Context: an optimization exercise on an open-source flow, tuned for small area, a short achievable clock period and few clock cycles per item. The choices shown serve that exercise and are no tape-out recipe. In this exercise RTL edits were held to simulation tests only and were not proved equivalent to the original.

**flow/config.mk**
```make
export PLATFORM = sky130hd
export DESIGN_NAME = md_unit
export DESIGN_NICKNAME = md_unit
export VERILOG_FILES = /design/flow/design.v
export SDC_FILE = /design/flow/constraint.sdc
export NUM_CORES = 4
export LEC_CHECK = 0
export CAP_MARGIN = 20
export CORE_MARGIN = 2
export CORE_UTILIZATION = 40
export SLEW_MARGIN = 20
```
**flow/constraint.sdc**
```tcl
create_clock -name core_clock -period 90.0 [get_ports {clk}]
set_input_delay 18.0000 -clock core_clock [delete_from_list [all_inputs] [get_ports {clk}]]
set_output_delay 18.0000 -clock core_clock [all_outputs]
set_load 0.01 [all_outputs]
```
**flow/design.v**
```verilog
module md_unit #(
  parameter int MULT_CYCLES = 5,
  parameter int DIV_CYCLES  = 10
) (
  input  logic        clk,
  input  logic        reset,
  input  logic        MD_start,
  input  logic [1:0]  MDop,
  input  logic        MD_mtHI,
  input  logic        MD_mtLO,
  input  logic        MD_Rsel,
  input  logic        usehl_D,
  input  logic [31:0] A,
  input  logic [31:0] B,
  output logic [31:0] rd_data,
  output logic        busy,
  output logic        md_stall,
  output logic [31:0] HI_out,
  output logic [31:0] LO_out
);
  localparam int MAX_CYCLES = (MULT_CYCLES > DIV_CYCLES) ? MULT_CYCLES : DIV_CYCLES;
  localparam int CW = $clog2(MAX_CYCLES) + 1;
  typedef enum logic {IDLE, RUN} state_e;
  state_e        state_q, state_d;
  logic [CW-1:0] cnt_q, cnt_d;
  logic [31:0]   hi_q, hi_d, lo_q, lo_d;
  logic [31:0]   op_a_q, op_a_d, op_b_q, op_b_d;
  logic [1:0]    op_q, op_d;
  logic        is_signed;
  logic [63:0] mul_a, mul_b, prod;
  logic [31:0] abs_a, abs_b, quo_u, rem_u, quo, rem;
  always_comb begin
    is_signed = ~op_q[0];
    mul_a = is_signed ? {{32{op_a_q[31]}}, op_a_q} : {32'b0, op_a_q};
    mul_b = is_signed ? {{32{op_b_q[31]}}, op_b_q} : {32'b0, op_b_q};
    prod  = mul_a * mul_b;
    abs_a = (is_signed && op_a_q[31]) ? -op_a_q : op_a_q;
    abs_b = (is_signed && op_b_q[31]) ? -op_b_q : op_b_q;
    quo_u = 32'b0;
    rem_u = 32'b0;
    if (abs_b != 32'b0) begin
      quo_u = abs_a / abs_b;
      rem_u = abs_a % abs_b;
    end
    quo = (is_signed && (op_a_q[31] ^ op_b_q[31])) ? -quo_u : quo_u;
    rem = (is_signed && op_a_q[31]) ? -rem_u : rem_u;
  end
  always_comb begin
    state_d = state_q;
    cnt_d   = cnt_q;
    hi_d    = hi_q;
    lo_d    = lo_q;
    op_a_d  = op_a_q;
    op_b_d  = op_b_q;
    op_d    = op_q;
    case (state_q)
      IDLE: begin
        if (MD_start) begin
          op_a_d  = A;
          op_b_d  = B;
          op_d    = MDop;
          cnt_d   = MDop[1] ? CW'(DIV_CYCLES) : CW'(MULT_CYCLES);
          state_d = RUN;
        end else begin
          if (MD_mtHI) hi_d = A;
          if (MD_mtLO) lo_d = A;
        end
      end
      RUN: begin
        if (cnt_q > CW'(1)) begin
          cnt_d = cnt_q - CW'(1);
        end else begin
          cnt_d   = '0;
          state_d = IDLE;
          if (!op_q[1]) begin
            hi_d = prod[63:32];
            lo_d = prod[31:0];
          end else if (op_b_q != 32'b0) begin
            hi_d = rem;
            lo_d = quo;
          end
        end
      end
      default: state_d = IDLE;
    endcase
  end
  always_ff @(posedge clk or posedge reset) begin
    if (reset) begin
      state_q <= IDLE;
      cnt_q   <= '0;
      hi_q    <= 32'b0;
      lo_q    <= 32'b0;
      op_a_q  <= 32'b0;
      op_b_q  <= 32'b0;
      op_q    <= 2'b0;
    end else begin
      state_q <= state_d;
      cnt_q   <= cnt_d;
      hi_q    <= hi_d;
      lo_q    <= lo_d;
      op_a_q  <= op_a_d;
      op_b_q  <= op_b_d;
      op_q    <= op_d;
    end
  end
  assign busy     = (state_q == RUN);
  assign md_stall = usehl_D & (MD_start | busy);
  assign rd_data  = MD_Rsel ? lo_q : hi_q;
  assign HI_out   = hi_q;
  assign LO_out   = lo_q;
endmodule
```
**flow/run.sh**
```bash
#!/bin/bash
# synth_recipe.tcl (not shown) runs the flow's synth.tcl, then flattens the netlist and writes it again
# the make line also repeats each setting of config.mk as NAME=value (left out here)
make -C /OpenROAD-flow-scripts/flow DESIGN_CONFIG=/design/flow/config.mk WORK_HOME=/design/flow/orfs CLKGATE_MAP_FILE= SYNTH_SCRIPT=/design/flow/synth_recipe.tcl finish
```
==> flow_summary.yaml <==
die:
  floorplan.core_area_mm2: 0.2176
  dieArea_mm2: 0.2232
  die_w_um: 472.4
  core.rowCount: 171
  ioPinCount: 171
  die-height_um: 472.4
  initial_core_util: 0.4033
final_layout:
  area_growth_syn_to_layout_pct: 17.74
  seq_area_mm2: 0.003428
  multi_input_area_mm2: 0.07748
  final_layout_size_suffix_gt1_frac: 0.1474
  final-instance-count-excl-fill: 14940
  num-nets-final: 14400
  final_area_mm2: 0.1033
  layout.filler_cells: 21410
sta:
  minimum_setup_slack_in_the_final_design_ns: 3.918
  totalNegativeSetupSlack_ns: 0
  fin_skew_ns: 0.05080
  min_period_over_period: 0.9565
  maxClockFrequency_ghz: 0.01162
  finalHoldViolations: 0
  worstMarginPinSlew_ns: 1.367
  report.final.setup_viol: 0
  final_count_of_pins_violating_max_slew: 0
  setup_repair_after_global_routing_missed_its_margin: "false"
  finalWorstPathRequiredPeriod_ns: 86.08
  timing.slew.headroom: 0.08877
setup_path:
  critical_path_fanouts_max: 41
  worst_setup_path_class: "flop to flop"
  arrival_ns: 86.47
  timing.critical_path.from_type: "flop"
  worst_r2r_startpoint: "op_b_q[2]$_DFFE_PP0P_"
  setup.worst_path.start: "op_b_q[2]$_DFFE_PP0P_"
  critPathCaptureType: "flop"
  crit_top_cell: "buf_4"
  cp.required_ns: 90.38
  critical_path.max_stage_delay_ns: 0.74
  critical-path-slowest-cell: "or4b_1"
min_path:
  hp-start: "hi_q[6]$_DFFE_PP0P_"
  hp-class: "flop to flop"
global_route:
  grt.met3_usage: 0.06829
  grt_use_met2: 0.6076
  largest_net_degree_at_the_start_of_global_routing: 63
  number_of_global_route_vias_before_repair: 89800
  antenna_found_initial: 17
  gr-usage-met1: 0.4985
  grt_most_used_layer: "met2"
  total_routing_usage_gr: 0.3894
  grt_pass1_wl_mm: 631.7
  grt_overflow: 0
route:
  detailedRoute.firstPassIterationCount: 6
  dr_total_vias: 88390
  totalWireLength_mm: 439.6
  detail_route.iter0.violations: 8999
  avgRoutedWirePerCell_um: 29.43
  via_per_inst: 5.918
  drtAntennaViolNets: 0
  drc: 0
synth:
  count_of_mapped_cells_out_of_synthesis: 10930
  synth_top_cells_by_area: "fa_1 (33%), ha_1 (12%), nand2_1 (6.7%), inv_1 (6.5%), dfrtp_1 (3.9%)"
  synth_cell_type_count: 108
  synth.yosys.warnings: 1
  ys_async_sr_fraction: 1.000
  synth_flop_cell: "dfrtp_1"
  synth_edf_count: 0
  synth_top_area_cell: "fa_1"
  avgSynthCellArea_um2: 8.028
  area_fraction_of_the_dominant_cell_type_after_synthesis: 0.3289
  synth-seq-area-share: 0.03878
  postSynthNetCount: 13280
  yosys.cell_count.top_type: "nand2_1"
  netlist_area_mm2: 0.08776
  netlist_top_cells_count: "nand2_1 (1577), inv_1 (1513), fa_1 (1442)"
  ys_seq_elements: 136
outcome:
  run_status: "finished clean"
placement:
  dp.cells: 14870
  place.gp.congestion: 1.081
  port_buffer_count: 170
  post_dp_cell_area_mm2: 0.1022
  dpl.hpwl_mm: 360.5
  preCtsSetupSlack_ns: 0.1304
clock_network:
  clock-sinks: 136
  tritoncts: "yes"
  clk_transition_reported_paths_ns: 0.09
  clockRootBuffer: "clkbuf_16"
  cts_inserted_buffers: 17
  htreeDepth: 4
  clk_path_buf_depth: 2
  clock_latency_ns: 0.54
flow_run:
  cap_viol_max_count: 0
state kept, by name, summed over array words and instances, names as in the netlist:
register,cells
op_a_q,32
state_q,1
op_b_q,32
cnt_q,5
op_q,2
lo_q,32
hi_q,32
cell usage in the layout, fill, tap and decap left out, types with 186 or more instances in the layout:
cell type  instances
nor3_1           186
fa_1            1441
xor2_1           208
buf_4           1416
nand3_1          189
o21ai_0          438
xnor2_1          357
a21oi_1          590
and2_1           372
inv_1           1509
nand2_1         1576
nor2_1           724
ha_1             834
final timing paths:
check / to / slack [ns] / cells past startpoint
min in group asynchronous: op_b_q[10]$_DFFE_PP0P_ / 17.83 / 2
hold / removal: hi_q[6]$_DFFE_PP0P_ / 0.52 / 2
setup / recovery: lo_q[31]$_DFFE_PP0P_ / 3.92 / 348
setup reg to reg: lo_q[31]$_DFFE_PP0P_ / 3.92 / 348
hold reg to reg: hi_q[6]$_DFFE_PP0P_ / 0.52 / 2
max in group asynchronous: hi_q[4]$_DFFE_PP0P_ / 70.82 / 3
metal layers:
metal / vias to the layer above / share of wire
li1: 38460 / -
met1: 44350 / 0.40
met2: 4449 / 0.44
met3: 1125 / 0.085
met4: 14 / 0.077
met5: - / 0.00021
stage by stage:
| stage | hold WS [ns] | util |
|---|---|---|
| floorplan | 0.5118 | - |
| global placement | 0.4939 | 0.4698 |
| finish | 0.5172 | 0.4749 |
| CTS | 0.5237 | 0.4727 |
| detailed placement | 0.5067 | 0.4699 |
| global route | 0.5534 | 0.4748 |
timing repair:
item                                    in CTS  in global routing
endpoints found under the setup margin       5                 64
pin swaps                                    0                  5
gates resized for setup                      1                 53
buffers inserted                             0                 23
hold buffers                                 0                  0
gates cloned                                 0                  0
cell families after synthesis:
family,Yosys count,synth area share
flops,136,0.03878
simple gates,3577,0.1874
xor+xnor,589,0.05878
mux,110,0.01353
buf+inv,2008,0.08625
fa+ha+maj,2276,0.4478
compound gates,2236,0.1674
worst max-delay path, delay by kind of cell (launching register included):
family / cells / cell delay (ns)
compound gates: 179 / 44.81
flops: 1 / 0.47
buf+inv: 43 / 8.37
fa+ha+maj: 31 / 9.81
mux: 4 / 1.67
simple gates: 88 / 19.88
xor+xnor: 3 / 0.70
cell type report:
cell class	instances	share of cell area
Multi-Input combinational cell	8788	0.7499
Timing Repair Buffer	1596	0.1211
Inverter	1516	0.05512
Tap cell	2854	0.03456
Sequential cell	136	0.03318
Clock buffer	18	0.004250
Clock inverter	14	0.001586
Antenna cell	15	0.0003633
Testbench counts, summed over its fixed seeds: cycles 27,433, ops 3,200.

## what the ideal ports hide
The flow's constraints put no driver on any port. The routed layout listed below was extracted and timed again, unchanged, in two steps. Step 1 (the two cells are an assumption about what drives the block):
set clk [get_ports {clk}]
set_driving_cell -lib_cell sky130_fd_sc_hd__clkbuf_16 $clk
set_driving_cell -lib_cell sky130_fd_sc_hd__buf_2 [delete_from_list [all_inputs] $clk]
Step 2 adds t to the input delays and takes it off the output delays; t is the mean of the earliest and latest rising clock arrival at the registers after step 1. Input paths then give back, and output paths get back, about the clock's delay inside the block. Slacks: ideal ports / drivers / drivers and shift; pairs: ideal ports / drivers.
t (ns): 0.584
setup slack, ns: 3.918 / 3.918 / 3.918
worst setup path at the end: register to register
worst register clock-pin slew, ns: 0.12 / 0.12
pins driven straight from the clock port: 1
After both steps this run still meets setup and hold. The setup slack of this run moves by 0.000 ns with the drivers and by 0.000 ns with both steps.
